Context: an optimization exercise on an open-source flow, tuned for small area. The choices shown serve that exercise and are no tape-out recipe.
Where RTL was checked, it was by simulation tests only, not by an equivalence proof against the original.
No functional check of the RTL was part of run 3.
Power and IR drop assume default switching activity.

$ cat flow/run.sh
#!/bin/bash
# synth_recipe.tcl (not shown) runs the flow's synth.tcl, then flattens the netlist and writes it again
# the make line also repeats each setting of config.mk as NAME=value (left out here)
make -C /OpenROAD-flow-scripts/flow DESIGN_CONFIG=/design/flow/config.mk WORK_HOME=/design/flow/orfs CLKGATE_MAP_FILE= SYNTH_SCRIPT=/design/flow/synth_recipe.tcl finish
$ cat flow/config.mk
export PLATFORM = sky130hd
export DESIGN_NAME = id_stage
export DESIGN_NICKNAME = id_stage
export VERILOG_FILES = /design/flow/design.v
export SDC_FILE = /design/flow/constraint.sdc
export NUM_CORES = 4
export LEC_CHECK = 0
export CAP_MARGIN = 20
export CORE_MARGIN = 2
export CORE_UTILIZATION = 40
export SLEW_MARGIN = 20
$ cat flow/constraint.sdc
create_clock -name core_clock -period 8.0 [get_ports {clk}]
set_input_delay 1.6000 -clock core_clock [delete_from_list [all_inputs] [get_ports {clk}]]
set_output_delay 1.6000 -clock core_clock [all_outputs]
set_load 0.01 [all_outputs]
$ cat flow/design.v
module id_stage (
  input  logic        clk,
  input  logic        rst,
  input  logic [31:0] instr_in,
  input  logic [31:0] pc_plus4_in,
  input  logic        if_valid,
  input  logic        stall,
  input  logic        flush,
  input  logic        wb_we,
  input  logic [4:0]  wb_addr,
  input  logic [31:0] wb_data,
  output logic        id_valid,
  output logic [31:0] rs_data,
  output logic [31:0] rt_data,
  output logic [31:0] imm_ext,
  output logic [1:0]  pc_src,
  output logic [31:0] br_target,
  output logic [31:0] j_target,
  output logic        reg_write,
  output logic        mem_read,
  output logic        mem_write,
  output logic        alu_src,
  output logic [2:0]  alu_op,
  output logic [4:0]  dest_reg,
  output logic [31:0] link_data,
  output logic        illegal
);
  logic [31:0] instr_q, instr_d;
  logic [31:0] pc4_q, pc4_d;
  logic        valid_q, valid_d;
  logic        illegal_q, illegal_d;
  logic [31:0] regs_q [32];
  logic [5:0]  op, fn;
  logic [4:0]  rs_addr, rt_addr, rd_addr;
  logic [31:0] sext;
  logic        legal, live;
  logic        rw_c, mr_c, mw_c, as_c, link_c;
  logic [1:0]  pcs_c;
  logic [2:0]  aop_c;
  logic [4:0]  dst_c;
  assign op      = instr_q[31:26];
  assign fn      = instr_q[5:0];
  assign rs_addr = instr_q[25:21];
  assign rt_addr = instr_q[20:16];
  assign rd_addr = instr_q[15:11];
  assign sext    = {{16{instr_q[15]}}, instr_q[15:0]};
  always_comb begin
    instr_d = instr_q;
    pc4_d   = pc4_q;
    valid_d = valid_q;
    if (flush) begin
      instr_d = '0;
      valid_d = 1'b0;
    end else if (!stall) begin
      instr_d = instr_in;
      pc4_d   = pc_plus4_in;
      valid_d = if_valid;
    end
  end
  assign illegal_d = illegal_q | (valid_q & ~legal);
  always_ff @(posedge clk or negedge rst) begin
    if (!rst) begin
      instr_q   <= '0;
      pc4_q     <= '0;
      valid_q   <= 1'b0;
      illegal_q <= 1'b0;
      for (int k = 0; k < 32; k++) regs_q[k] <= '0;
    end else begin
      instr_q   <= instr_d;
      pc4_q     <= pc4_d;
      valid_q   <= valid_d;
      illegal_q <= illegal_d;
      for (int k = 0; k < 32; k++)
        if (wb_we && (wb_addr != 5'd0) && (wb_addr == k[4:0])) regs_q[k] <= wb_data;
    end
  end
  always_comb begin
    legal  = 1'b0;
    rw_c   = 1'b0;
    mr_c   = 1'b0;
    mw_c   = 1'b0;
    as_c   = 1'b0;
    link_c = 1'b0;
    pcs_c  = 2'd0;
    aop_c  = 3'd0;
    dst_c  = 5'd0;
    case (op)
      6'h00: begin
        case (fn)
          6'h21: begin legal = 1'b1; rw_c = 1'b1; dst_c = rd_addr; end
          6'h23: begin legal = 1'b1; rw_c = 1'b1; dst_c = rd_addr; aop_c = 3'd1; end
          6'h08: begin legal = 1'b1; pcs_c = 2'd3; end
          6'h00: legal = (instr_q == 32'h0);
          default: legal = 1'b0;
        endcase
      end
      6'h0d: begin legal = 1'b1; rw_c = 1'b1; as_c = 1'b1; aop_c = 3'd2; dst_c = rt_addr; end
      6'h0f: begin legal = 1'b1; rw_c = 1'b1; as_c = 1'b1; aop_c = 3'd3; dst_c = rt_addr; end
      6'h23: begin legal = 1'b1; rw_c = 1'b1; mr_c = 1'b1; as_c = 1'b1; dst_c = rt_addr; end
      6'h2b: begin legal = 1'b1; mw_c = 1'b1; as_c = 1'b1; end
      6'h04: begin legal = 1'b1; pcs_c = 2'd1; aop_c = 3'd1; end
      6'h02: begin legal = 1'b1; pcs_c = 2'd2; end
      6'h03: begin legal = 1'b1; pcs_c = 2'd2; rw_c = 1'b1; dst_c = 5'd31; link_c = 1'b1; end
      default: legal = 1'b0;
    endcase
  end
  assign live = valid_q & legal;
  assign id_valid  = valid_q;
  assign illegal   = illegal_q;
  assign reg_write = live & rw_c;
  assign mem_read  = live & mr_c;
  assign mem_write = live & mw_c;
  assign alu_src   = live & as_c;
  assign pc_src    = live ? pcs_c : 2'd0;
  assign alu_op    = live ? aop_c : 3'd0;
  assign dest_reg  = live ? dst_c : 5'd0;
  assign link_data = (live & link_c) ? pc4_q : 32'h0;
  assign imm_ext   = (op == 6'h0d) ? {16'h0, instr_q[15:0]} :
                     (op == 6'h0f) ? {instr_q[15:0], 16'h0} : sext;
  assign br_target = pc4_q + (sext << 2);
  assign j_target  = {pc4_q[31:28], instr_q[25:0], 2'b00};
  assign rs_data = regs_q[rs_addr];
  assign rt_data = regs_q[rt_addr];
endmodule
==> reports/results.txt, run 1 <==
Worst slew pin tran: 1.34 ns
Drt wl/cell: 41.0 um
Max Cap Violations: 0
Cell taking the most area after synthesis: dfrtp_1
Layout Skew: 0.0256 ns
Final setup viols: 0
Worst path top cell family by delay: simple AND/OR/NAND/NOR gates
Period utilisation layout: 0.899
Die Y: 375 um
Vias in the first global route: 46400
CTS root buf: clkbuf_16
Synthesized area: 55100 sq um
Crit path time final: 7.19 ns
Worst Path Buf+Inv: 2
Hold_sp: regs_q[0][16]$_DFFE_PN0P_
Total GRT Usage: 0.372
Setup CP Type: flip-flop to primary output
Hold/Removal Path Class: flip-flop to flip-flop
CTS sink cnt: 1090
Critical Path RT: 6.40 ns
Register area: 27300 sq um
Multi-input gate area: 26100 sq um
CP max stage delay: 1.26 ns
Routed Wire Length: 270000 um
Clock-pin slew on the worst setup and hold paths: 0.06 ns
CTS tree: yes
R2R cell count: 5
Clock Path Buffers: 3
Leak: 27.3 nW
Drt initial violations: 9518
R2R setup slack: 4.67 ns
Core Area: 137000 sq um
Most common cell in the synthesized netlist: dfrtp_1
Syn_area_per_cell: 11.9 sq um
Peak Freq: 139 MHz
HPWL Detailed: 158000 um
Nets: 4815
PostCTS Resize Cnt: 0
Max Fanout on Critical Path: 20
Synth Warn #: 2
H-tree depth reported by CTS: 3
Ranking of synthesized cells by instance count: dfrtp_1, mux2_2, a22oi_1
Crit-path slowest cell: nor2_4
Count of cell types in the netlist: 69
Final hold viol count: 0
Critical R2R Capture: illegal_q$_DFF_PN0_
Relative slew slack: 0.103
Antenna violations before repair: 11
Die W: 375 um
Row cnt: 136
Drt pass-1 iters: 10
Area after DPL: 60200 sq um
Gate count after technology mapping: 4612
# DRC: 0
Reg2Reg Launch Point: instr_q[17]$_DFFE_PN0P_
Hold bufs inserted after CTS: 0
Hold Crit Depth: 0
Worst-path cell chain: nand2b_1, nor2_4, buf_4, a22oi_1, nand4_1, nor3_1, nor2_1, clkdlybuf4s50_1
DRT antenna net count: 0
Top_reg_cell synth: dfrtp_1
Top cell type's share of synthesized area: 0.495
Worst-Skew Late Latency: 0.77 ns
Async set-reset flop share out of synthesis: 1.00
Post-CTS Setup Inserts: 0
IO Count: 315
Seq/Total Area, Yosys: 0.495
Sum Neg Setup Slack: 0 ns
Routed vias: 48400
Finished Cell Area: 64200 sq um
Die area: 141000 sq um
Slew Viols, Final: 0
Top post-synthesis cells by area: dfrtp_1, mux2_2, a22oi_1
Nature of the critical path startpoint: flip-flop
First-pass GRT wire length: 372000 um
RSZ-0062 raised after global routing: no
Status: finished clean
Largest net degree at the start of global routing: 157
Share of cells above drive strength 1: 0.310
FILL cells: 12500
I/O Buffers: 311
Grt ovf: 0
Register bit count reported by yosys: 1090
Area Growth Syn to Fin: 16.6%
Setup crit end kind: primary output
Number of CTS-inserted buffers: 117
Arr. time, crit path: 5.59 ns
Initial Util: 0.402
PwrDens: 249 nW/um^2
Worst hold endpoint: regs_q[0][16]$_DFFE_PN0P_
Peak VDD IR: 0.203 mV
Post-synth EDFFs: 0
Routability congestion estimate: 0.967
Tot Pwr: 16.0 mW
Vias per cell: 7.36
## kinds of logic after synthesis
| logic type | after synthesis | share of synthesized area |
|---|---|---|
| AOI/OAI and AO/OA | 1189 | 0.172 |
| DFF | 1090 | 0.495 |
| muxes | 1062 | 0.216 |
| and+or+nand+nor | 676 | 0.0632 |
| buffers and inverters | 540 | 0.0431 |
| adders and majority gates | 30 | 0.00695 |
| xor gates and xnor gates | 24 | 0.00381 |
| other | 1 | 0.0000681 |
## how the worst max path moves through the flow
stage,from,endpoint,slack [ns],cells past startpoint
floorplan,instr_q[0]$_DFFE_PN0P_,br_target[30],3.79,9
global placement,instr_q[17]$_DFFE_PN0P_,rt_data[30],1.80,8
detailed placement,instr_q[17]$_DFFE_PN0P_,rt_data[15],1.87,9
CTS,instr_q[17]$_DFFE_PN0P_,rt_data[15],1.07,9
global route,instr_q[21]$_DFFE_PN0P_,rs_data[31],0.82,8
finish,instr_q[21]$_DFFE_PN0P_,rs_data[31],0.81,8
## area by class of cell
| type | count | share of cell area |
|---|---|---|
| Antenna cell | 6 | 0.000234 |
| Clock buffer | 165 | 0.0526 |
| Clock inverter | 51 | 0.0106 |
| Inverter | 17 | 0.000993 |
| Tap cell | 1794 | 0.0349 |
| Multi-Input combinational cell | 2984 | 0.406 |
| Sequential cell | 1090 | 0.425 |
| Timing Repair Buffer | 468 | 0.0701 |
## flip-flops by register name (all words and copies together) (netlist names)
register	count
instr_q	32
regs_q	1024
pc4_q	32
illegal_q	1
valid_q	1
## power breakdown
part	switching (mW)	total (mW)	internal, mW
combinational	1.23	2.53	1.29
clock	2.49	5.80	3.31
sequential	1.13	7.66	6.53
## cells in the final DEF, fill, tap and decap left out, drive strengths merged, types with 28 or more instances in the layout
master / n
dfrtp: 1090
mux2: 1024
a22oi: 427
clkdlybuf4s50: 302
a221oi: 257
a22o: 228
buf: 166
clkbuf: 165
nor2: 161
nand4: 137
nand3: 99
nand2: 95
a21oi: 83
and3: 50
o32a: 49
nor3: 41
mux2i: 38
o21ai: 33
a21o: 30
clkinv: 30
ha: 29
and2: 28
## routing by layer
layer  up-vias  track usage  part of all wire
met5         -      0.00206           0.00068
met4        20        0.199             0.072
met3      1372        0.155              0.15
met2      4584        0.529              0.41
met1     24400        0.479              0.37
li1      18000            -                 -
## stage by stage
step / util / worst slack [ns] / hold WS [ns] / instances
detailed placement: 0.439 / 1.87 / 0.392 / 6351
global placement: 0.437 / 1.80 / 0.390 / 6343
CTS: 0.468 / 1.07 / 0.407 / 6567
global route: 0.468 / 0.820 / 0.415 / 6570
finish: 0.468 / 0.809 / 0.407 / 6575
floorplan: - / 3.79 / 0.451 / 4614
==> run 2, diff against run 1 <==
--- a/flow/design.v
+++ b/flow/design.v
@@ -30,5 +30,8 @@
   logic        valid_q, valid_d;
   logic        illegal_q, illegal_d;
-  logic [31:0] regs_q [32];
+  logic [31:0] regs_q [1:31];
+  logic [31:1] wr_q;
+  logic [31:1] we;
+  logic [31:1] sel_rs, sel_rt;
   logic [5:0]  op, fn;
   logic [4:0]  rs_addr, rt_addr, rd_addr;
@@ -65,5 +68,5 @@
       valid_q   <= 1'b0;
       illegal_q <= 1'b0;
-      for (int k = 0; k < 32; k++) regs_q[k] <= '0;
+      wr_q      <= '0;
     end else begin
       instr_q   <= instr_d;
@@ -71,8 +74,12 @@
       valid_q   <= valid_d;
       illegal_q <= illegal_d;
-      for (int k = 0; k < 32; k++)
-        if (wb_we && (wb_addr != 5'd0) && (wb_addr == k[4:0])) regs_q[k] <= wb_data;
+      wr_q      <= wr_q | we;
     end
   end
+  always_comb
+    for (int k = 1; k < 32; k++) we[k] = wb_we && (wb_addr == k[4:0]);
+  always_ff @(posedge clk)
+    for (int k = 1; k < 32; k++)
+      if (we[k]) regs_q[k] <= wb_data;
   always_comb begin
     legal  = 1'b0;
@@ -120,5 +127,13 @@
   assign br_target = pc4_q + (sext << 2);
   assign j_target  = {pc4_q[31:28], instr_q[25:0], 2'b00};
-  assign rs_data = regs_q[rs_addr];
-  assign rt_data = regs_q[rt_addr];
+  always_comb begin
+    rs_data = '0;
+    rt_data = '0;
+    for (int k = 1; k < 32; k++) begin
+      sel_rs[k] = wr_q[k] && (rs_addr == k[4:0]);
+      sel_rt[k] = wr_q[k] && (rt_addr == k[4:0]);
+      rs_data = rs_data | ({32{sel_rs[k]}} & regs_q[k]);
+      rt_data = rt_data | ({32{sel_rt[k]}} & regs_q[k]);
+    end
+  end
 endmodule
==> run 2 against run 1 <==
Final area down 13%. Combinational power is 55% lower. Global-route usage is 1.9 points lower. First-iteration DRC count increased by 6.5%. Sequential share of layout area is 15 points higher. Core utilization rose by 0.76 points. Largest cell class unchanged.
==> reports/results.txt, run 2 <==
Status: finished clean
Drt wl/cell: 42.7 um
Async set-reset flop share out of synthesis: 0.0891
Synth Warn #: 2
Routability congestion estimate: 0.933
Post-synth EDFFs: 992
Antenna violations before repair: 9
RSZ-0062 raised after global routing: no
Most common cell after layout, fill and taps aside: edfxtp_1
Setup crit start: instr_q[17]$_DFFE_PN0P_
Place WS: 2.66 ns
Drt initial violations: 10100
Number of cells after detailed placement: 4942
Post-CTS Setup Inserts: 0
FILL cells: 10100
IO Count: 315
Register area: 32200 sq um
Multi-input gate area: 13900 sq um
Max Fanout on Critical Path: 20
Peak VDD IR: 0.184 mV
Vias in the first global route: 36300
Critical R2R Capture: illegal_q$_DFF_PN0_
Worst-Skew Late Latency: 0.75 ns
Largest net degree at the start of global routing: 50
R2R setup slack: 6.00 ns
Nets: 3658
Gate count after technology mapping: 3297
H-tree depth reported by CTS: 3
Routed vias: 39000
Top cell type's share of synthesized area: 0.630
Reg2Reg Launch Point: instr_q[29]$_DFFE_PN0P_
Die Y: 348 um
Slew Viols, Final: 0
Ranking of synthesized cells by instance count: edfxtp_1, a22oi_1, clkbuf_1
Max FFs per register: 992
Leak: 18.7 nW
CTS root buf: clkbuf_16
Tot Pwr: 13.1 mW
First-pass GRT wire length: 296000 um
Seq/Total Area, Yosys: 0.681
Routed Wire Length: 221000 um
Number of CTS-inserted buffers: 112
Top_reg_cell synth: edfxtp_1
Cell taking the most area after synthesis: edfxtp_1
Row cnt: 126
Area after DPL: 52100 sq um
# DRC: 0
Max Cap Violations: 0
Grt ovf: 0
Die W: 348 um
HPWL Detailed: 118000 um
Count of cell types in the netlist: 61
Finished Cell Area: 56000 sq um
Clock Path Buffers: 3
Syn_area_per_cell: 14.3 sq um
Top post-synthesis cells by area: edfxtp_1, a22oi_1, dfrtp_1
Total GRT Usage: 0.353
Drt pass-1 iters: 12
Relative slew slack: 0.130
Most flops, register: regs_q
Final setup viols: 0
CTS tree: yes
Layout Skew: 0.0245 ns
Worst slew pin tran: 1.30 ns
Die area: 121000 sq um
GR Util met1: 0.447
Global route hottest layer: met2
PwrDens: 234 nW/um^2
Met2 Track Usage GR: 0.506
Hold/Removal Path Class: flip-flop to flip-flop
Crit path time final: 6.42 ns
Hold bufs inserted after CTS: 0
Most common cell in the synthesized netlist: edfxtp_1
Worst setup endpoint: rt_data[29]
Setup CP Type: flip-flop to primary output
Share of cells above drive strength 1: 0.124
Critical Path RT: 6.40 ns
DRT antenna net count: 0
Nature of the critical path startpoint: flip-flop
Period utilisation layout: 0.802
Register bit count reported by yosys: 1089
Met3 usage: 0.148
Final WS setup: 1.58 ns
Synthesized area: 47300 sq um
Sum Neg Setup Slack: 0 ns
Final Instance Count excl. Fillers: 5169
R2R cell count: 5
Largest regs: regs_q x992, instr_q x32, pc4_q x32
I/O Buffers: 311
CTS sink cnt: 1089
Commonest non-fill, non-tap cells in the layout: edfxtp_1, a22oi_1, clkdlybuf4s50_1, nand3_1, clkbuf_16
Arr. time, crit path: 4.82 ns
Core Area: 118000 sq um
Vias per cell: 7.54
Peak Freq: 156 MHz
Area Growth Syn to Fin: 18.3%
PostCTS Resize Cnt: 0
Setup crit end kind: primary output
Final hold viol count: 0
Initial Util: 0.402
Clock-pin slew on the worst setup and hold paths: 0.07 ns
[run 2: cell count changes after synthesis, moves of 54 or more]
cell / change
a21oi_1: -54
a221oi_1: -156
a22o_1: -123
a22oi_1: +261
buf_2: -115
clkbuf_1: -60
dfrtp_1: -993
edfxtp_1: +992
mux2_2: -984
nand3_1: +68
nor2_1: -71
or4_1: +61
[run 2: cell families after synthesis]
| kind of cell | synth area share |
|---|---|
| flops | 0.681 |
| compound gates | 0.179 |
| simple gates | 0.0805 |
| buf+inv | 0.0322 |
| mux | 0.0148 |
| fa+ha+maj | 0.00809 |
| xor+xnor | 0.00463 |
| other cells | 0.0000793 |
[run 2: worst min-delay path by stage]
stage	depth (start not counted)	endpoint	slack (ns)	startpoint
2_1_floorplan	1	wr_q[10]$_DFF_PN0_	0.45	wr_q[10]$_DFF_PN0_
3_3_place_gp	1	illegal_q$_DFF_PN0_	0.44	illegal_q$_DFF_PN0_
3_5_place_dp	1	illegal_q$_DFF_PN0_	0.45	illegal_q$_DFF_PN0_
4_1_cts	1	illegal_q$_DFF_PN0_	0.46	illegal_q$_DFF_PN0_
5_1_grt	1	illegal_q$_DFF_PN0_	0.49	illegal_q$_DFF_PN0_
6_report	1	illegal_q$_DFF_PN0_	0.47	illegal_q$_DFF_PN0_
[run 2: power by group]
part	switching [mW]	total [mW]	internal [mW]
combinational	0.657	1.15	0.489
clock	2.33	5.49	3.16
sequential	0.114	6.46	6.35
total	3.10	13.1	10.0
[run 2: final cells by class]
cell class | instances | share of cell area
flip-flops and latches | 1089 | 0.575
multi-input cells | 1878 | 0.248
repair buffers | 424 | 0.0717
clock buffers | 135 | 0.0522
well taps | 1536 | 0.0343
clock inverters | 77 | 0.0163
inverters | 16 | 0.00107
diodes | 14 | 0.000626
[run 2: layer usage]
metal,up-vias,wire (um)
met4,4,16500
met2,4636,90900
met5,-,21
met3,1201,39900
li1,14200,-
met1,18900,73200
[run 2: stage by stage]
| stage | utilization | hold WS, ns |
|---|---|---|
| after CTS | 0.475 | 0.464 |
| after global routing | 0.476 | 0.489 |
| after global placement | 0.442 | 0.441 |
| after detailed placement | 0.443 | 0.450 |
| final | 0.476 | 0.468 |
| after floorplan | - | 0.446 |
[run 2: critical path, stage by stage, from the launching register on]
cell and delay [ns]:
dfrtp_1 0.57, nor3_1 0.60, and3_2 1.12, buf_4 0.49
a22oi_1 0.16, nand3_1 0.13, or4_1 0.33, clkdlybuf4s50_1 0.61
==> run 3, diff against run 2 <==
--- a/flow/design.v
+++ b/flow/design.v
@@ -127,13 +127,40 @@
   assign br_target = pc4_q + (sext << 2);
   assign j_target  = {pc4_q[31:28], instr_q[25:0], 2'b00};
+  logic [31:0] srs, srt;
+  logic [31:0] rg [32];
   always_comb begin
-    rs_data = '0;
-    rt_data = '0;
+    srs = '0;
+    srt = '0;
+    for (int k = 0; k < 32; k++) rg[k] = '0;
     for (int k = 1; k < 32; k++) begin
-      sel_rs[k] = wr_q[k] && (rs_addr == k[4:0]);
-      sel_rt[k] = wr_q[k] && (rt_addr == k[4:0]);
-      rs_data = rs_data | ({32{sel_rs[k]}} & regs_q[k]);
-      rt_data = rt_data | ({32{sel_rt[k]}} & regs_q[k]);
+      srs[k] = wr_q[k] && (rs_addr == k[4:0]);
+      srt[k] = wr_q[k] && (rt_addr == k[4:0]);
+      rg[k]  = regs_q[k];
     end
   end
+  for (genvar b = 0; b < 32; b++) begin : g_rd
+    logic [10:0] grs, grt;
+    for (genvar g = 0; g < 10; g++) begin : g_grp
+      id_stage_aoi3 u_rs (.s0(srs[3*g+1]), .d0(rg[3*g+1][b]), .s1(srs[3*g+2]), .d1(rg[3*g+2][b]),
+                          .s2(srs[3*g+3]), .d2(rg[3*g+3][b]), .y(grs[g]));
+      id_stage_aoi3 u_rt (.s0(srt[3*g+1]), .d0(rg[3*g+1][b]), .s1(srt[3*g+2]), .d1(rg[3*g+2][b]),
+                          .s2(srt[3*g+3]), .d2(rg[3*g+3][b]), .y(grt[g]));
+    end
+    assign grs[10] = ~(srs[31] & rg[31][b]);
+    assign grt[10] = ~(srt[31] & rg[31][b]);
+    id_stage_nor11 u_ors (.g(grs), .y(rs_data[b]));
+    id_stage_nor11 u_ort (.g(grt), .y(rt_data[b]));
+  end
 endmodule
+module id_stage_aoi3 (
+  input  logic s0, d0, s1, d1, s2, d2,
+  output logic y
+);
+  assign y = ~((s0 & d0) | (s1 & d1) | (s2 & d2));
+endmodule
+module id_stage_nor11 (
+  input  logic [10:0] g,
+  output logic        y
+);
+  assign y = ~(&g);
+endmodule
==> flow/flow/run.sh (new file) <==
#!/bin/bash
# Standard ORFS layout, with smaller port buffers and a leaner clock tree.
set -o pipefail
cp standard.sh standard.sh.txt 2>/dev/null
cp synth_recipe.tcl synth_recipe.tcl.txt 2>/dev/null
export BUFFER_PORTS_ARGS="-buffer_cell sky130_fd_sc_hd__buf_1"
export CTS_ARGS="-sink_clustering_enable -repair_clock_nets -dont_use_dummy_load -sink_clustering_size 30 -sink_clustering_max_diameter 60 -buf_list {sky130_fd_sc_hd__clkbuf_8 sky130_fd_sc_hd__clkbuf_16}"
bash standard.sh finish > standard.log 2>&1
==> flow/standard.sh (new file) <==
#!/bin/bash
# synth_recipe.tcl (not shown) runs the flow's synth.tcl, then flattens the netlist and writes it again
# the make line also repeats each setting of config.mk as NAME=value (left out here)
make -C /OpenROAD-flow-scripts/flow DESIGN_CONFIG=/design/flow/config.mk WORK_HOME=/design/flow/orfs CLKGATE_MAP_FILE= SYNTH_SCRIPT=/design/flow/synth_recipe.tcl "${@:-finish}"
--- a/flow/config.mk
+++ b/flow/config.mk
@@ -8,4 +8,5 @@
 export CAP_MARGIN = 20
 export CORE_MARGIN = 2
-export CORE_UTILIZATION = 40
+export CORE_UTILIZATION = 65
 export SLEW_MARGIN = 20
+export SYNTH_HIERARCHICAL = 1
removed: flow/run.sh
==> run 3 against run 2 <==
Via count down 9.6%. Count of clock-buffer cells in the layout down 68. Area after synthesis down 5.0%. Critical path depth down 1. Wire length down 24%. First-iteration DRC count down 0.53%. Setup slack better by 0.57 ns.
==> reports/results.txt, run 3 <==
Crit path time final: 5.85 ns
I/O Buffers: 311
GR Util met1: 0.589
RSZ-0062 raised after global routing: no
Setup CP Type: flip-flop to primary output
Total GRT Usage: 0.465
Most flops, register: regs_q
Period utilisation layout: 0.731
CTS root buf: clkbuf_16
Ranking of synthesized cells by instance count: edfxtp_1, a222oi_1, nand4_1
Drt pass-1 iters: 17
Hold_sp: wr_q[6]$_DFF_PN0_
Top_reg_cell synth: edfxtp_1
Critical Path RT: 6.40 ns
Final Instance Count excl. Fillers: 4007
Crit-path slowest cell: and3_2
Vias per cell: 8.80
IO Count: 315
Most common cell after layout, fill and taps aside: edfxtp_1
Top post-synthesis cells by area: edfxtp_1, a222oi_1, dfrtp_1
CP max stage delay: 1.13 ns
Most common cell in the synthesized netlist: edfxtp_1
CTS tree: yes
Max FFs per register: 992
Hold bufs inserted after CTS: 0
Synth Warn #: 11
Register bit count reported by yosys: 1089
Largest regs: regs_q x992, instr_q x32, pc4_q x32
Finished Cell Area: 49400 sq um
CTS sink cnt: 1089
Met2 Track Usage GR: 0.691
Peak VDD IR: 0.270 mV
Top cell type's share of synthesized area: 0.663
HPWL Detailed: 97000 um
Met3 usage: 0.162
Routability congestion estimate: 0.997
R2R setup slack: 6.14 ns
Part of the power in registers: 0.605
Routed Wire Length: 168000 um
Drt wl/cell: 42.0 um
Nets: 3260
Cell taking the most area after synthesis: edfxtp_1
Number of cells after detailed placement: 3936
Count of cell types in the netlist: 61
Commonest non-fill, non-tap cells in the layout: edfxtp_1, a222oi_1, buf_1, nand4_1, nand2_1
Core Util, Final: 0.721
Vias in the first global route: 33400
Setup crit start: instr_q[24]$_DFFE_PN0P_
Async set-reset flop share out of synthesis: 0.0891
Post-CTS Setup Inserts: 0
Synthesized area: 44900 sq um
Initial Util: 0.656
Clock Path Buffers: 3
Number of CTS-inserted buffers: 67
Die Y: 267 um
Worst slew pin tran: 1.33 ns
Arr. time, crit path: 4.25 ns
First-pass GRT wire length: 234000 um
Int Power: 8.14 mW
Seq/Total Area, Yosys: 0.717
Place WS: 3.17 ns
Area Growth Syn to Fin: 9.88%
Row cnt: 96
Largest net degree at the start of global routing: 72
Status: finished clean
Grt ovf: 0
Clock share of power: 0.303
Nature of the critical path startpoint: flip-flop
Hold/Removal Path Class: flip-flop to flip-flop
Leak: 16.3 nW
Worst-path cell chain: nor3b_1, and3_2, a222oi_1, nand4_1, or3_1, buf_1
DRT antenna net count: 0
Reg2Reg Launch Point: instr_q[15]$_DFFE_PN0P_
Area after DPL: 47700 sq um
Max Cap Violations: 0
Peak Freq: 171 MHz
Comb pwr share: 0.092
Final hold viol count: 0
Syn_area_per_cell: 16.4 sq um
# DRC: 0
Clock-pin slew on the worst setup and hold paths: 0.06 ns
Relative slew slack: 0.110
Final WS setup: 2.15 ns
Die W: 267 um
Layout Skew: 0.0230 ns
Share of cells above drive strength 1: 0.100
Antenna violations before repair: 4
Gate count after technology mapping: 2746
Post-synth EDFFs: 992
PostCTS Resize Cnt: 0
Die area: 71300 sq um
Switching part of the total: 0.237
Drt initial violations: 10100
Core Area: 68500 sq um
PwrDens: 216 nW/um^2
Worst-Skew Late Latency: 0.61 ns
Final setup viols: 0
Setup crit end kind: primary output
H-tree depth reported by CTS: 3
Slew Viols, Final: 0
Routed vias: 35300
Sum Neg Setup Slack: 0 ns
Sw power: 2.53 mW
Max Fanout on Critical Path: 32
Global route hottest layer: met2
## run 3: changes by cell type after synthesis, moves of 62 or more
cell,delta
clkbuf_1,-143
a22oi_1,-688
a22o_1,-105
nand3_1,-84
or4_1,-62
a222oi_1,+576
a221oi_1,-94
## run 3: cell type report
type                       count  area (sq um)
clock buffer                  67          1680
antenna                        4          10.0
sequential                  1089         32200
inverter                       7          26.3
tap                          882          1100
fill                        4396         19100
timing repair buffer         391          1790
multi-input combinational   1567         12600
## run 3: power by group through the flow
stage	Sequential [mW]	Clock (mW)	Combinational (mW)
final	6.45	3.23	0.985
after global routing	6.46	3.41	1.02
after CTS	6.44	3.22	0.943
after detailed placement	6.57	0	0.940
after global placement	6.56	0	0.923
after floorplan	6.52	0	0.519
## run 3: path summary, 6_finish.rpt
| check | to | cells past startpoint |
|---|---|---|
| worst max-delay path | rs_data[15] | 6 |
| worst min-delay path | wr_q[6]$_DFF_PN0_ | 1 |
| worst max register to register | illegal_q$_DFF_PN0_ | 7 |
| worst min register to register | wr_q[6]$_DFF_PN0_ | 1 |
| max in group asynchronous | wr_q[1]$_DFF_PN0_ | 2 |
| min in group asynchronous | pc4_q[23]$_DFFE_PN0P_ | 1 |
## run 3: cells by family (layout without fill, tap and decap cells)
group,after synthesis,in the layout,synth area share
compound gates,753,753,0.161
xor+xnor,24,24,0.00468
fa+ha+maj,30,30,0.00852
buf+inv,92,465,0.0107
flops,1089,1089,0.717
mux,65,65,0.0154
other cells,1,7,0.0000834
simple gates,692,692,0.0833
## run 3: stage by stage
stage          hold slack, ns  power, mW
2_1_floorplan           0.446       7.04
3_3_place_gp            0.461       7.49
3_5_place_dp            0.470       7.51
4_1_cts                 0.484       10.6
5_1_grt                 0.500       10.9
6_report                0.488       10.7
## run 3: critical path, delay by kind of cell (launching register included)
family | cells | cell delay, ns
buffers and inverters | 1 | 0.19
AOI/OAI and AO/OA | 1 | 0.31
and+or+nand+nor | 4 | 2.59
DFF | 1 | 0.51
## run 3: per-module statistics from Yosys (local to each module, per instance)
module          flops+latches  area, sq um
id_stage                 1089        37000
id_stage_aoi3               0         10.0
id_stage_nor11              0         23.8
## run 3: metal layers
metal | wire length [um] | part of all wire
met5 | 116 | 0.00069
met4 | 14100 | 0.084
met3 | 31400 | 0.19
met2 | 72400 | 0.43
met1 | 50400 | 0.30
==> run 4, diff against run 3 <==
--- a/flow/design.v
+++ b/flow/design.v
@@ -48,17 +48,13 @@
   assign rd_addr = instr_q[15:11];
   assign sext    = {{16{instr_q[15]}}, instr_q[15:0]};
-  always_comb begin
-    instr_d = instr_q;
-    pc4_d   = pc4_q;
-    valid_d = valid_q;
-    if (flush) begin
-      instr_d = '0;
-      valid_d = 1'b0;
-    end else if (!stall) begin
-      instr_d = instr_in;
-      pc4_d   = pc_plus4_in;
-      valid_d = if_valid;
-    end
-  end
+  logic ld, ld_n, hold;
+  assign ld   = ~flush & ~stall;
+  assign ld_n = ~ld;
+  assign hold = ~flush & stall;
+  for (genvar b = 0; b < 32; b++) begin : g_ifid
+    id_stage_ao22 u_i (.a1(ld), .a2(instr_in[b]),    .b1(hold), .b2(instr_q[b]), .y(instr_d[b]));
+    id_stage_ao22 u_p (.a1(ld), .a2(pc_plus4_in[b]), .b1(ld_n), .b2(pc4_q[b]),   .y(pc4_d[b]));
+  end
+  id_stage_ao22 u_v (.a1(ld), .a2(if_valid), .b1(hold), .b2(valid_q), .y(valid_d));
   assign illegal_d = illegal_q | (valid_q & ~legal);
   always_ff @(posedge clk or negedge rst) begin
@@ -77,9 +73,20 @@
     end
   end
+  logic [31:1] we_n;
+  logic [31:0] regs_d [1:31];
   always_comb
-    for (int k = 1; k < 32; k++) we[k] = wb_we && (wb_addr == k[4:0]);
+    for (int k = 1; k < 32; k++) begin
+      we[k]   = wb_we && (wb_addr == k[4:0]);
+      we_n[k] = ~we[k];
+    end
+  for (genvar k = 1; k < 32; k++) begin : g_wr
+    for (genvar b = 0; b < 32; b++) begin : g_bit
+      id_stage_ao22 u_w (.a1(we[k]), .a2(wb_data[b]), .b1(we_n[k]), .b2(regs_q[k][b]),
+                         .y(regs_d[k][b]));
+    end
+  end
   always_ff @(posedge clk)
     for (int k = 1; k < 32; k++)
-      if (we[k]) regs_q[k] <= wb_data;
+      regs_q[k] <= regs_d[k];
   always_comb begin
     legal  = 1'b0;
@@ -125,5 +132,5 @@
   assign imm_ext   = (op == 6'h0d) ? {16'h0, instr_q[15:0]} :
                      (op == 6'h0f) ? {instr_q[15:0], 16'h0} : sext;
-  assign br_target = pc4_q + (sext << 2);
+  id_stage_bradd u_br (.pc4(pc4_q), .imm(instr_q[15:0]), .sum(br_target));
   assign j_target  = {pc4_q[31:28], instr_q[25:0], 2'b00};
   logic [31:0] srs, srt;
@@ -165,2 +172,46 @@
   assign y = ~(&g);
 endmodule
+module id_stage_ao22 (
+  input  logic a1, a2, b1, b2,
+  output logic y
+);
+  assign y = (a1 & a2) | (b1 & b2);
+endmodule
+module id_stage_bradd (
+  input  logic [31:0] pc4,
+  input  logic [15:0] imm,
+  output logic [31:0] sum
+);
+  logic        s, c10, c18, c18_0, c18_1, t;
+  logic [7:0]  s0, s1;
+  logic [31:18] w;
+  assign s = imm[15];
+  assign sum[1:0] = pc4[1:0];
+  id_stage_rca8 u_lo (.a(pc4[9:2]),   .b(imm[7:0]),  .ci(1'b0), .s(sum[9:2]), .co(c10));
+  id_stage_rca8 u_h0 (.a(pc4[17:10]), .b(imm[15:8]), .ci(1'b0), .s(s0),       .co(c18_0));
+  id_stage_rca8 u_h1 (.a(pc4[17:10]), .b(imm[15:8]), .ci(1'b1), .s(s1),       .co(c18_1));
+  assign sum[17:10] = c10 ? s1 : s0;
+  assign c18        = c10 ? c18_1 : c18_0;
+  assign t = c18 ^ s;
+  assign w[18] = 1'b1;
+  for (genvar i = 19; i < 32; i++) begin : g_w
+    assign w[i] = w[i-1] & (pc4[i-1] ^ s);
+  end
+  for (genvar i = 18; i < 32; i++) begin : g_hi
+    assign sum[i] = pc4[i] ^ (t & w[i]);
+  end
+endmodule
+module id_stage_rca8 (
+  input  logic [7:0] a, b,
+  input  logic       ci,
+  output logic [7:0] s,
+  output logic       co
+);
+  logic [8:0] c;
+  assign c[0] = ci;
+  for (genvar i = 0; i < 8; i++) begin : g_fa
+    assign s[i]   = a[i] ^ b[i] ^ c[i];
+    assign c[i+1] = (a[i] & b[i]) | (c[i] & (a[i] ^ b[i]));
+  end
+  assign co = c[8];
+endmodule
==> flow/flow/run.sh (replaced) <==
#!/bin/bash
# Standard ORFS layout, with smaller port buffers and a leaner clock tree.
set -o pipefail
export BUFFER_PORTS_ARGS="-buffer_cell sky130_fd_sc_hd__buf_1"
export CTS_ARGS="-sink_clustering_enable -repair_clock_nets -dont_use_dummy_load -sink_clustering_size 16 -sink_clustering_max_diameter 60 -buf_list {sky130_fd_sc_hd__clkbuf_8}"
bash standard.sh finish > standard.log 2>&1
--- a/flow/config.mk
+++ b/flow/config.mk
@@ -8,5 +8,5 @@
 export CAP_MARGIN = 20
 export CORE_MARGIN = 2
-export CORE_UTILIZATION = 65
+export CORE_UTILIZATION = 62
 export SLEW_MARGIN = 20
 export SYNTH_HIERARCHICAL = 1
==> run 4 against run 3 <==
Still clean on timing, DRC and antenna. Synthesized cell count increased by 32%. Clock skew up 0.011 ns. Maximum frequency is 18% lower. Setup slack lost 1.3 ns. Critical path depth up 11. Wire length up 19%. Sequential power is 14% higher. Worst hold slack better by 0.00076 ns. Sequential share of layout area down 18 points. Largest cell class unchanged. Largest power group unchanged.
==> reports/results.txt, run 4 <==
Initial Util: 0.628
Routability congestion estimate: 0.989
Number of cells after detailed placement: 4968
Leak: 19.8 nW
Vias in the first global route: 42500
Share of cells above drive strength 1: 0.0668
Period utilisation layout: 0.892
Synth Warn #: 12
Largest family of logic cells by synthesized area: compound AO/OA/AOI/OAI gates
Core Util, Final: 0.690
Gate count after technology mapping: 3628
Core Area: 68800 sq um
Hold bufs inserted after CTS: 0
Routed vias: 44700
Ranking of synthesized cells by instance count: a22o_1, dfxtp_1, a222oi_1
Synth Area in Simple Gates: 0.0812
CTS sink cnt: 1089
Syn_area_per_cell: 11.9 sq um
H-tree depth reported by CTS: 3
Sum Neg Setup Slack: 0 ns
Slew Viols, Final: 0
Grt ovf: 0
Hold/Removal Path Class: flip-flop to flip-flop
Die Y: 268 um
Compound-cell area share of the yosys netlist: 0.369
Cell taking the most area after synthesis: dfxtp_1
Arr. time, crit path: 5.54 ns
Top post-synthesis cells by area: dfxtp_1, a22o_1, a222oi_1
Vias per cell: 8.83
PwrDens: 247 nW/um^2
Clock-pin slew on the worst setup and hold paths: 0.09 ns
Register bit count reported by yosys: 1089
Peak VDD IR: 0.190 mV
Die area: 71800 sq um
XOR/XNOR Fraction of Synth Area: 0.00402
Seq/Total Area, Yosys: 0.516
Post-synth EDFFs: 0
Async set-reset flop share out of synthesis: 0.0891
Final hold viol count: 0
DRT antenna net count: 0
PostCTS Resize Cnt: 0
# DRC: 0
Finished Cell Area: 47500 sq um
Hold_sp: wr_q[29]$_DFF_PN0_
Largest net degree at the start of global routing: 66
Antenna violations before repair: 28
Drt pass-1 iters: 15
RSZ-0062 raised after global routing: no
Nets: 4251
Top cell type's share of synthesized area: 0.460
Die W: 268 um
Register area: 22300 sq um
Max FFs per register: 992
Nature of the critical path startpoint: flip-flop
Setup crit start: instr_q[0]$_DFF_PN0_
Drt initial violations: 11800
Relative slew slack: 0.167
HPWL Detailed: 113000 um
Synthesized area: 43200 sq um
Crit path time final: 7.14 ns
Layout Skew: 0.0342 ns
Most flops, register: regs_q
First-pass GRT wire length: 283000 um
IO Count: 315
CTS tree: yes
Top_reg_cell synth: dfxtp_1
Largest regs: regs_q x992, instr_q x32, pc4_q x32
Final setup viols: 0
Most common cell in the synthesized netlist: a22o_1
Reg2Reg Launch Point: instr_q[16]$_DFF_PN0_
Peak Freq: 140 MHz
CTS root buf: clkbuf_8
Area after DPL: 46300 sq um
FILL cells: 5229
Total GRT Usage: 0.533
Mux contribution to synthesized area: 0.00290
Clock Path Buffers: 3
Setup crit end kind: primary output
Multi-input gate area: 20300 sq um
Status: finished clean
Commonest non-fill, non-tap cells in the layout: a22o_1, dfxtp_1, a222oi_1, buf_1, buf_4
Count of cell types in the netlist: 57
Area Growth Syn to Fin: 9.91%
Worst-Skew Late Latency: 0.69 ns
Critical Path RT: 6.40 ns
Setup CP Type: flip-flop to primary output
Routed Wire Length: 201000 um
Worst slew pin tran: 1.25 ns
Max Cap Violations: 0
I/O Buffers: 311
Row cnt: 96
Max Fanout on Critical Path: 10
Synth Area in Adders: 0.0111
Post-CTS Setup Inserts: 0
Most common cell after layout, fill and taps aside: a22o_1
Number of CTS-inserted buffers: 81
Final Instance Count excl. Fillers: 5064
Drt wl/cell: 39.7 um
## run 4: changes by cell type after synthesis, moves of 28 or more
cell and change:
ha_1 -29, edfxtp_1 -992, dfxtp_1 +992, or2_2 -28
and3_1 -37, nor2_1 -81, a22o_1 +1057, mux2i_1 -32
inv_1 +58, clkbuf_1 -37
## run 4: final timing paths
check,end,slack [ns],cells after the start
max in group asynchronous,instr_q[14]$_DFF_PN0_,5.79,2
max,br_target[26],0.86,17
min in group asynchronous,wr_q[15]$_DFF_PN0_,0.98,1
min reg2reg,wr_q[29]$_DFF_PN0_,0.49,1
max reg2reg,illegal_q$_DFF_PN0_,6.03,4
min,wr_q[29]$_DFF_PN0_,0.49,1
## run 4: routing by layer
metal / global-route usage / vias to the layer above / share of wire
li1: - / 17100 / -
met1: 0.652 / 21400 / 0.32
met2: 0.727 / 4876 / 0.39
met3: 0.258 / 1259 / 0.19
met4: 0.382 / 16 / 0.092
met5: 0.0216 / - / 0.00048
## run 4: final cells by class
type                    instances  share of cell area
flip-flops and latches       1089               0.469
repair buffers                470              0.0498
diodes                         15            0.000790
inverters                      65             0.00516
clock buffers                  81              0.0235
multi-input cells            2413               0.427
well taps                     931              0.0245
## run 4: logic make-up (layout without fill, tap and decap cells)
kind of cell | Yosys count | in the layout
compound gates | 1740 | 1740
flops | 1089 | 1089
simple gates | 613 | 613
buf+inv | 129 | 616
fa+ha+maj | 24 | 24
xor+xnor | 19 | 19
mux | 11 | 11
other cells | 3 | 21
## run 4: Yosys stat by module, one instance, submodules excluded
module | flops+latches | area [sq um]
id_stage_nor11 | 0 | 23.8
id_stage | 1089 | 24900
id_stage_rca8 | 0 | 198
id_stage_aoi3 | 0 | 10.0
id_stage_bradd | 0 | 581
id_stage_ao22 | 0 | 8.76
## run 4: stage by stage
stage | power (mW) | worst slack, ns | hold slack [ns]
6_report | 11.8 | 0.861 | 0.488
5_1_grt | 12.1 | 0.591 | 0.506
2_1_floorplan | 8.29 | 2.11 | 0.440
4_1_cts | 11.6 | 0.894 | 0.484
3_3_place_gp | 8.86 | 1.66 | 0.456
3_5_place_dp | 9.03 | 1.62 | 0.460
## run 4: power by group
part	total [mW]	internal (mW)	switching [mW]
clock	2.68	0.910	1.77
combinational	1.70	0.869	0.828
sequential	7.37	6.48	0.890
total	11.8	8.26	3.49
## run 4: critical path, cell delays in order, from the launching register on
cell and delay, ns:
dfrtp_1 0.47, fa_1 0.44, fa_1 0.39, fa_1 0.39, fa_1 0.40, fa_1 0.38, inv_1 0.08, fa_1 0.16
inv_1 0.06, fa_1 0.35, inv_1 0.09, fa_1 0.18, inv_1 0.19, mux2i_2 0.27, xnor2_2 0.40, nand4_1 0.19
xnor2_1 0.24, buf_1 0.19

what the ideal ports hide:
Ports are ideal in the flow. The routed layouts listed here were re-timed in OpenROAD.
Step 1 (the two cells are an assumption about what drives the block):
set clk [get_ports {clk}]
set_driving_cell -lib_cell sky130_fd_sc_hd__clkbuf_16 $clk
set_driving_cell -lib_cell sky130_fd_sc_hd__buf_2 [delete_from_list [all_inputs] $clk]
Step 2 moves the port delays by t, midway between the first and last clock arrival at a register: inputs arrive t later, outputs are due t later. That takes back most of the time a late clock gives input paths.
Three values: no drivers, after step 1, after step 2; two values: the first two.
run | t (ns) | slack for setup (ns) | hold WS [ns]
run 1 | 0.849 | 0.809 / 0.732 / 1.581 | 0.407 / 0.407 / 0.407
run 2 | 0.808 | 1.580 / 1.504 / 2.313 | 0.468 / 0.468 / 0.468
run 3 | 0.686 | 2.153 / 2.080 / 2.766 | 0.488 / 0.488 / 0.488
run 4 | 0.743 | 0.861 / 0.805 / 1.547 | 0.488 / 0.488 / 0.488
After both steps setup and hold are still met in every run listed.
